What follows belongs to an exercise in optimizing a design on an open flow for small area; a production flow would make more cautious choices. Only simulation tests tie the RTL to the original design; equivalence was not proved. Power and IR drop assume default switching activity.

job 8593:
// pa_clic_int_cond
module pa_clic_int_cond #(
  parameter int INT_NUM     = 128,
  parameter int SYNC_STAGES = 2,
  parameter int FILT_CNT_W  = 3
) (
  input  logic                  forever_cpuclk,
  input  logic                  cpurst,
  input  logic [INT_NUM-1:0]    pad_int_raw,
  input  logic [INT_NUM-1:0]    int_edge_mode,
  input  logic [FILT_CNT_W-1:0] filt_thresh,
  input  logic                  clic_clk_en,
  input  logic                  int_cond_ovf_clr,
  input  logic                  pad_yy_scan_mode,
  output logic [INT_NUM-1:0]    pad_clic_int_vld,
  output logic [INT_NUM-1:0]    int_cond_ovf
);
For scale: roughly 3700 cells after synthesis, ~520 I/O pins, ~0.038 mm^2 of cells after synthesis.
clock: 4.0 ns
lec_check: 0
cap_margin: 20
core_margin: 2
core_utilization: 65
slew_margin: 20
standard.sh (not shown) runs the stock make flow with config.mk's settings and CLKGATE_MAP_FILE= SYNTH_SCRIPT=/design/flow/synth_recipe.tcl, a recipe that flattens the netlist after the stock synthesis.
==> flow/flow/run.sh <==
#!/bin/bash
# Own layout flow. the standard ORFS flow (standard.sh) with:
#  - the logic mapped by hand (flow/gen_netlist.py) instead of by ABC: the
#    netlist keeps the standard synthesis's registers (names and cell type),
#    and Yosys proves it equivalent to the RTL before the layout starts;
#  - the smallest buffer for the port buffers;
#  - clkbuf_8 clock-tree buffers, larger sink clusters, no dummy loads.
# Each tool writes its full output to a log of its own in this folder.
set -euo pipefail
W=$PWD
# 1. the standard synthesis, for its register names
bash "$W/standard.sh" synth > "$W/log_std_synth.log" 2>&1
R="$W/orfs/results/$FLOW_PLATFORM/pa_clic_int_cond/base"
cp "$R/1_2_yosys.v" "$W/std_synth.v"
# 2. the hand-mapped netlist, checked against the standard registers and the RTL
python3 "$W/flow/gen_netlist.py" "$W/hand.v" > "$W/log_gen.log" 2>&1
regs() { grep -o '^ *sky130_fd_sc_hd__df[a-z0-9_]* \\[^ ]*' "$1" | sed 's/^ *//' | sort; }
regs "$W/std_synth.v" > "$W/regs_std.txt"
regs "$W/hand.v" > "$W/regs_hand.txt"
if ! cmp -s "$W/regs_std.txt" "$W/regs_hand.txt"; then
  echo "register mismatch between standard synthesis and hand netlist" >&2
  diff "$W/regs_std.txt" "$W/regs_hand.txt" | head >&2
  exit 1
fi
yosys -s "$W/flow/equiv.ys" > "$W/log_equiv.log" 2>&1
# 3. the layout of the hand-mapped netlist
rm -rf "$W/orfs"
bash "$W/standard.sh" \
  SYNTH_NETLIST_FILES="$W/hand.v" \
  BUFFER_PORTS_ARGS="-buffer_cell sky130_fd_sc_hd__buf_1" \
  CTS_ARGS="-sink_clustering_enable -repair_clock_nets -buf_list sky130_fd_sc_hd__clkbuf_8 -sink_clustering_size 20 -sink_clustering_max_diameter 80 -dont_use_dummy_load" \
  finish > "$W/log_orfs.log" 2>&1
==> flow/flow/gen_netlist.py <==
#!/usr/bin/env python3
"""Writes a gate-level netlist (sky130hd cells) of rtl/pa_clic_int_cond.sv.

The registers, their names and cell type are those the standard synthesis
gives the RTL; the logic between them is mapped here by hand, line by line.
usage: gen_netlist.py OUT.v
"""
import sys

N = 128
P = "sky130_fd_sc_hd__"
out = []
cnt = [0]


def cell(typ, pins, name=None):
    cnt[0] += 1
    inst = name if name else f"_h{cnt[0]:05d}_"
    conns = ", ".join(f".{k}({v})" for k, v in pins.items())
    out.append(f"  {P}{typ} {inst} ({conns});")


def ff(reg, d, q):
    cell("dfxtp_1", {"CLK": "forever_cpuclk", "D": d, "Q": q}, name=f"\\{reg}$_DFF_P_ ")


wires = []


def w(name):
    wires.append(name)
    return name


# shared logic
ff("rst_d1", "cpurst", "rst_d1")
ff("rst_d2", "rst_d1", "rst_d2")
w("rst_d1"); w("rst_d2")
rf = w("sh_rf")
cell("or3_1", {"A": "cpurst", "B": "rst_d1", "C": "rst_d2", "X": rf})
nt = []
for b in range(3):
    n = w(f"sh_nt{b}")
    cell("inv_1", {"A": f"filt_thresh[{b}]", "Y": n})
    nt.append(n)
k1 = w("sh_k1")  # ~en & ~rst
cell("nor2_1", {"A": "clic_clk_en", "B": "cpurst", "Y": k1})
k2 = w("sh_k2")  # ~clr & ~rst
cell("nor2_1", {"A": "int_cond_ovf_clr", "B": "cpurst", "Y": k2})

for i in range(N):
    q = {r: w(f"\\{r}[{i}] ") for r in ("a_q", "s_q", "f_q", "fd_q", "c0_q", "c1_q", "c2_q", "p_q")}
    raw, edge = f"pad_int_raw[{i}]", f"int_edge_mode[{i}]"
    vld, o = f"pad_clic_int_vld[{i}]", f"int_cond_ovf[{i}]"
    t = lambda s: w(f"l{i}_{s}")
    s, f, fd, c0, c1, c2, p = (q[k] for k in ("s_q", "f_q", "fd_q", "c0_q", "c1_q", "c2_q", "p_q"))
    # synchroniser and previous level: no logic
    ff(f"a_q[{i}]", raw, q["a_q"])
    ff(f"s_q[{i}]", q["a_q"], s)
    ff(f"fd_q[{i}]", f, fd)
    # c >= filt_thresh, as its inverse gen:
    #   ge = (c2 & ~T2) | ((c1 | ~T1) & (c2 | ~T2) & ((c1 & ~T1) | c0 | ~T0))
    m0, m1, m2, gen = t("m0"), t("m1"), t("m2"), t("gen")
    cell("a211oi_1", {"A1": c1, "A2": nt[1], "B1": c0, "C1": nt[0], "Y": m0})
    cell("o22ai_1", {"A1": c1, "A2": nt[1], "B1": c2, "B2": nt[2], "Y": m1})
    cell("nor2_1", {"A": m1, "B": m0, "Y": m2})
    cell("a21oi_1", {"A1": c2, "A2": nt[2], "B1": m2, "Y": gen})
    # filtered level: f' = ~rf & (ge ? s : f)
    mx, fn = t("mx"), t("fn")
    cell("mux2i_1", {"A0": s, "A1": f, "S": gen, "Y": mx})
    cell("nor2_1", {"A": rf, "B": mx, "Y": fn})
    ff(f"f_q[{i}]", fn, f)
    # counter: count while s != f and c < T, else clear; gn = ~(~rf & (s ^ f) & ~ge)
    sr, gn = t("sr"), t("gn")
    cell("a21oi_1", {"A1": s, "A2": f, "B1": rf, "Y": sr})
    cell("o211ai_1", {"A1": s, "A2": f, "B1": sr, "C1": gen, "Y": gn})
    c0n, c1n, c2n, x1, x2 = t("c0n"), t("c1n"), t("c2n"), t("x1"), t("x2")
    cell("nor2_1", {"A": gn, "B": c0, "Y": c0n})
    cell("xnor2_1", {"A": c1, "B": c0, "Y": x1})
    cell("nor2_1", {"A": gn, "B": x1, "Y": c1n})
    cell("a21oi_1", {"A1": c1, "A2": c0, "B1": c2, "Y": x2})
    cell("nor2_1", {"A": gn, "B": x2, "Y": c2n})
    ff(f"c0_q[{i}]", c0n, c0)
    ff(f"c1_q[{i}]", c1n, c1)
    ff(f"c2_q[{i}]", c2n, c2)
    # pending and overflow flags
    zn, yn, pn, wn, on = t("zn"), t("yn"), t("pn"), t("wn"), t("on")
    cell("nand3b_1", {"A_N": fd, "B": edge, "C": f, "Y": zn})   # ~(edge & rise)
    cell("nand3_1", {"A": edge, "B": p, "C": k1, "Y": yn})       # ~(edge & hold & ~rst)
    cell("a21oi_1", {"A1": zn, "A2": yn, "B1": "cpurst", "Y": pn})
    cell("nand2_1", {"A": o, "B": k2, "Y": wn})
    cell("o21ai_0", {"A1": zn, "A2": yn, "B1": wn, "Y": on})
    ff(f"p_q[{i}]", pn, p)
    ff(f"o_q[{i}]", on, o)
    # output: scan bypass, else pending flag (edge mode) or level
    mn = t("mn")
    cell("mux2i_1", {"A0": f, "A1": p, "S": edge, "Y": mn})
    cell("o2bb2ai_1", {"A1_N": raw, "A2_N": "pad_yy_scan_mode", "B1": mn, "B2": "pad_yy_scan_mode", "Y": vld})

hdr = """module pa_clic_int_cond(forever_cpuclk, cpurst, pad_int_raw, int_edge_mode, filt_thresh, clic_clk_en, int_cond_ovf_clr, pad_yy_scan_mode, pad_clic_int_vld, int_cond_ovf);
  input forever_cpuclk;
  input cpurst;
  input [127:0] pad_int_raw;
  input [127:0] int_edge_mode;
  input [2:0] filt_thresh;
  input clic_clk_en;
  input int_cond_ovf_clr;
  input pad_yy_scan_mode;
  output [127:0] pad_clic_int_vld;
  output [127:0] int_cond_ovf;
"""
with open(sys.argv[1], "w") as fh:
    fh.write(hdr)
    for x in wires:
        fh.write(f"  wire {x};\n")
    fh.write("\n".join(out) + "\nendmodule\n")
Other scripts of this flow, unchanged in this note and not shown: flow/flow/equiv.ys
Job 8593 finished every step from synthesis to the final layout, and the layout passed the timing, design-rule and antenna checks.
What job 6191 does differently from job 8593 at the input level:
--- a/flow/flow/run.sh
+++ b/flow/flow/run.sh
@@ -6,3 +6,4 @@
 #  - the smallest buffer for the port buffers;
-#  - clkbuf_8 clock-tree buffers, larger sink clusters, no dummy loads.
+#  - clkbuf_8 clock-tree buffers, larger sink clusters, no dummy loads;
+#  - no buffers above buf_4 for ORFS's repair of the shared nets.
 # Each tool writes its full output to a log of its own in this folder.
@@ -25,4 +26,6 @@
 yosys -s "$W/flow/equiv.ys" > "$W/log_equiv.log" 2>&1
-# 3. the layout of the hand-mapped netlist
+# 3. the layout of the hand-mapped netlist; ORFS's repair may not use the
+#    largest buffers (added to the platform's don't-use list)
 rm -rf "$W/orfs"
+export DONT_USE_CELLS="sky130_fd_sc_hd__buf_6 sky130_fd_sc_hd__buf_8 sky130_fd_sc_hd__buf_12 sky130_fd_sc_hd__buf_16 sky130_fd_sc_hd__bufbuf_8 sky130_fd_sc_hd__bufbuf_16 sky130_fd_sc_hd__clkbuf_16"
 bash "$W/standard.sh" \
@@ -30,3 +33,3 @@
   BUFFER_PORTS_ARGS="-buffer_cell sky130_fd_sc_hd__buf_1" \
-  CTS_ARGS="-sink_clustering_enable -repair_clock_nets -buf_list sky130_fd_sc_hd__clkbuf_8 -sink_clustering_size 20 -sink_clustering_max_diameter 80 -dont_use_dummy_load" \
+  CTS_ARGS="-sink_clustering_enable -repair_clock_nets -buf_list sky130_fd_sc_hd__clkbuf_8 -sink_clustering_size 18 -sink_clustering_max_diameter 80 -dont_use_dummy_load" \
   finish > "$W/log_orfs.log" 2>&1
[summary]
- Summary — hold slack, job 6191 relative to job 8593: lower, by 0.022 ns.
- Delta(worst-skew pair later-pin latency, job 6191 - job 8593) > 0
- The worst setup slack of job 8593 and that of job 6191 are within noise of each other.
- Job 6191 finished every step from synthesis to the final layout, and the layout passed the timing, design-rule and antenna checks.
- In terms of post-CTS setup buffer count, job 6191 and job 8593 differ only marginally.
- Total power divided by cell area (job 6191 vs. job 8593) increases slightly
- Sequential share of layout area essentially unchanged between job 6191 and job 8593.
- For initial core utilization, job 8593 and job 6191 come out practically identical.
Relative to job 6191, the following input files were edited for job 2550:
- CORE_UTILIZATION: 65 -> 45
--- a/flow/flow/run.sh
+++ b/flow/flow/run.sh
@@ -6,4 +6,3 @@
 #  - the smallest buffer for the port buffers;
-#  - clkbuf_8 clock-tree buffers, larger sink clusters, no dummy loads;
-#  - no buffers above buf_4 for ORFS's repair of the shared nets.
+#  - clkbuf_8 clock-tree buffers, larger sink clusters, no dummy loads.
 # Each tool writes its full output to a log of its own in this folder.
@@ -26,6 +25,4 @@
 yosys -s "$W/flow/equiv.ys" > "$W/log_equiv.log" 2>&1
-# 3. the layout of the hand-mapped netlist; ORFS's repair may not use the
-#    largest buffers (added to the platform's don't-use list)
+# 3. the layout of the hand-mapped netlist
 rm -rf "$W/orfs"
-export DONT_USE_CELLS="sky130_fd_sc_hd__buf_6 sky130_fd_sc_hd__buf_8 sky130_fd_sc_hd__buf_12 sky130_fd_sc_hd__buf_16 sky130_fd_sc_hd__bufbuf_8 sky130_fd_sc_hd__bufbuf_16 sky130_fd_sc_hd__clkbuf_16"
 bash "$W/standard.sh" \
@@ -33,3 +30,3 @@
   BUFFER_PORTS_ARGS="-buffer_cell sky130_fd_sc_hd__buf_1" \
-  CTS_ARGS="-sink_clustering_enable -repair_clock_nets -buf_list sky130_fd_sc_hd__clkbuf_8 -sink_clustering_size 18 -sink_clustering_max_diameter 80 -dont_use_dummy_load" \
+  CTS_ARGS="-sink_clustering_enable -repair_clock_nets -buf_list sky130_fd_sc_hd__clkbuf_8 -sink_clustering_size 16 -sink_clustering_max_diameter 80 -dont_use_dummy_load" \
   finish > "$W/log_orfs.log" 2>&1
--- a/flow/flow/gen_netlist.py
+++ b/flow/flow/gen_netlist.py
@@ -60,18 +60,16 @@
     ff(f"fd_q[{i}]", f, fd)
-    # c >= filt_thresh, as its inverse gen:
-    #   ge = (c2 & ~T2) | ((c1 | ~T1) & (c2 | ~T2) & ((c1 & ~T1) | c0 | ~T0))
-    m0, m1, m2, gen = t("m0"), t("m1"), t("m2"), t("gen")
-    cell("a211oi_1", {"A1": c1, "A2": nt[1], "B1": c0, "C1": nt[0], "Y": m0})
-    cell("o22ai_1", {"A1": c1, "A2": nt[1], "B1": c2, "B2": nt[2], "Y": m1})
-    cell("nor2_1", {"A": m1, "B": m0, "Y": m2})
-    cell("a21oi_1", {"A1": c2, "A2": nt[2], "B1": m2, "Y": gen})
-    # filtered level: f' = ~rf & (ge ? s : f)
+    # c >= filt_thresh: carry chain of c + ~T + 1
+    x0, lo, ge = t("x0"), t("lo"), t("ge")
+    cell("or2_0", {"A": c0, "B": nt[0], "X": x0})
+    cell("maj3_1", {"A": c1, "B": x0, "C": nt[1], "X": lo})
+    cell("maj3_1", {"A": c2, "B": lo, "C": nt[2], "X": ge})
+    # filtered level
     mx, fn = t("mx"), t("fn")
-    cell("mux2i_1", {"A0": s, "A1": f, "S": gen, "Y": mx})
+    cell("mux2i_1", {"A0": f, "A1": s, "S": ge, "Y": mx})
     cell("nor2_1", {"A": rf, "B": mx, "Y": fn})
     ff(f"f_q[{i}]", fn, f)
-    # counter: count while s != f and c < T, else clear; gn = ~(~rf & (s ^ f) & ~ge)
-    sr, gn = t("sr"), t("gn")
-    cell("a21oi_1", {"A1": s, "A2": f, "B1": rf, "Y": sr})
-    cell("o211ai_1", {"A1": s, "A2": f, "B1": sr, "C1": gen, "Y": gn})
+    # counter: count while s != f and c < T, else clear
+    dn, gn = t("dn"), t("gn")
+    cell("xnor2_1", {"A": s, "B": f, "Y": dn})
+    cell("or3_1", {"A": rf, "B": dn, "C": ge, "X": gn})
     c0n, c1n, c2n, x1, x2 = t("c0n"), t("c1n"), t("c2n"), t("x1"), t("x2")
Results
Compared with job 6191, job 2550 shows a lower met3 track demand over resource in global routing. Changes observed in job 2550 relative to job 6191: actual transition at the worst max-transition pin moved up, total power increased about 1.8%, setup slack saw an increase, fmax rose 0.0055 GHz, overall routing resource usage went down 7.7 points. Job 2550: all stages complete, timing, DRC and antenna checks passed. The flow did not stop early for job 6191: all stages ran, and the layout cleared the timing, design-rule and antenna checks. In the reports for job 2550 and job 6191, the larger number of non-filler instances in the completed layout belongs to job 2550. Power in combinational cells, job 2550 and job 6191: smaller value in job 6191. Final clock period utilization by the worst path (higher): job 6191.
Setup changes, job 2550 to job 536
- a change of CORE_UTILIZATION from 45 to 65
--- a/flow/flow/run.sh
+++ b/flow/flow/run.sh
@@ -30,3 +30,3 @@
   BUFFER_PORTS_ARGS="-buffer_cell sky130_fd_sc_hd__buf_1" \
-  CTS_ARGS="-sink_clustering_enable -repair_clock_nets -buf_list sky130_fd_sc_hd__clkbuf_8 -sink_clustering_size 16 -sink_clustering_max_diameter 80 -dont_use_dummy_load" \
+  CTS_ARGS="-sink_clustering_enable -repair_clock_nets -buf_list sky130_fd_sc_hd__clkbuf_8 -sink_clustering_size 20 -sink_clustering_max_diameter 80 -dont_use_dummy_load" \
   finish > "$W/log_orfs.log" 2>&1
--- a/flow/flow/gen_netlist.py
+++ b/flow/flow/gen_netlist.py
@@ -40,2 +40,5 @@
 cell("or3_1", {"A": "cpurst", "B": "rst_d1", "C": "rst_d2", "X": rf})
+rfn = w("sh_rfn")
+cell("nor3_1", {"A": "cpurst", "B": "rst_d1", "C": "rst_d2", "Y": rfn})
+# threshold bits inverted, forced to 1 (threshold 0, so ge = 1) while rf
 nt = []
@@ -43,3 +46,3 @@
     n = w(f"sh_nt{b}")
-    cell("inv_1", {"A": f"filt_thresh[{b}]", "Y": n})
+    cell("nand2_1", {"A": f"filt_thresh[{b}]", "B": rfn, "Y": n})
     nt.append(n)
@@ -60,16 +63,18 @@
     ff(f"fd_q[{i}]", f, fd)
-    # c >= filt_thresh: carry chain of c + ~T + 1
-    x0, lo, ge = t("x0"), t("lo"), t("ge")
-    cell("or2_0", {"A": c0, "B": nt[0], "X": x0})
-    cell("maj3_1", {"A": c1, "B": x0, "C": nt[1], "X": lo})
-    cell("maj3_1", {"A": c2, "B": lo, "C": nt[2], "X": ge})
-    # filtered level
+    # ge = rf | (c >= filt_thresh), as its inverse gen:
+    #   ge = (c2 & ~T2) | ((c1 | ~T1) & (c2 | ~T2) & ((c1 & ~T1) | c0 | ~T0))
+    m0, m1, m2, gen = t("m0"), t("m1"), t("m2"), t("gen")
+    cell("a211oi_1", {"A1": c1, "A2": nt[1], "B1": c0, "C1": nt[0], "Y": m0})
+    cell("o22ai_1", {"A1": c1, "A2": nt[1], "B1": c2, "B2": nt[2], "Y": m1})
+    cell("nor2_1", {"A": m1, "B": m0, "Y": m2})
+    cell("a21oi_1", {"A1": c2, "A2": nt[2], "B1": m2, "Y": gen})
+    # filtered level: f' = ~rf & (ge ? s : f)
     mx, fn = t("mx"), t("fn")
-    cell("mux2i_1", {"A0": f, "A1": s, "S": ge, "Y": mx})
+    cell("mux2i_1", {"A0": s, "A1": f, "S": gen, "Y": mx})
     cell("nor2_1", {"A": rf, "B": mx, "Y": fn})
     ff(f"f_q[{i}]", fn, f)
-    # counter: count while s != f and c < T, else clear
-    dn, gn = t("dn"), t("gn")
-    cell("xnor2_1", {"A": s, "B": f, "Y": dn})
-    cell("or3_1", {"A": rf, "B": dn, "C": ge, "X": gn})
+    # counter: count while s != f and c < T, else clear; gn = ~((s ^ f) & ~ge)
+    sf, gn = t("sf"), t("gn")
+    cell("nand2_1", {"A": s, "B": f, "Y": sf})
+    cell("o211ai_1", {"A1": s, "A2": f, "B1": sf, "C1": gen, "Y": gn})
     c0n, c1n, c2n, x1, x2 = t("c0n"), t("c1n"), t("c2n"), t("x1"), t("x2")
Findings:
- No run among job 2550 and job 536 stopped early or left any final violation; all are clean.
- Relative to job 2550, the cell count of job 536 is lower by about 5.4%.
- Taking job 2550 as the reference, in job 536 detailed-routing wirelength on met1 -2100 um; non-clock buffer count went down 13; count of mapped cells out of synthesis rose by 129; clock share of power decreased by 2.5 points relative to the old numbers; design area -about 4%.
- Job 536 vs. job 2550: via count rose 2092; portion of total power attributed to sequential cells has increased; buffering overhead ~0 delta; count of non-CTS inverters in the layout saw a decrease.
- On worst hold slack: between job 2550 and job 536, it ends up higher for job 536.

## separate check: timing with driven ports
How much do the figures lean on ideal ports? The routed layouts below were timed once more, with nothing changed but the port constraints. Step 1 sets driving cells, clkbuf_16 on the clock port and buf_2 on the other inputs (assumed; they add their load-dependent delay and slew). Step 2 also shifts input and output timing later by t, the mid clock arrival at the registers, as if the neighbouring blocks saw the same clock. Three values: ideal, step 1, step 2; two values: the first two.
run	t, ns	setup slack, ns	latest minus earliest clock arrival (ns)	worst register clock-pin slew, ns	worst data-port slew with drivers (ns)
job 8593	0.729	1.097 / 1.074 / 0.998	0.035 / 0.036	0.12 / 0.12	0.09
job 6191	0.730	1.097 / 1.073 / 0.986	0.067 / 0.066	0.11 / 0.11	0.09
job 2550	0.723	1.143 / 1.119 / 0.745	0.075 / 0.075	0.11 / 0.11	0.12
job 536	0.717	1.167 / 1.111 / 0.659	0.045 / 0.044	0.12 / 0.12	0.10
After both steps setup and hold are still met in every run listed. The setup slack of job 536, which loses most, moves by -0.056 ns with the drivers and by -0.508 ns with both steps.
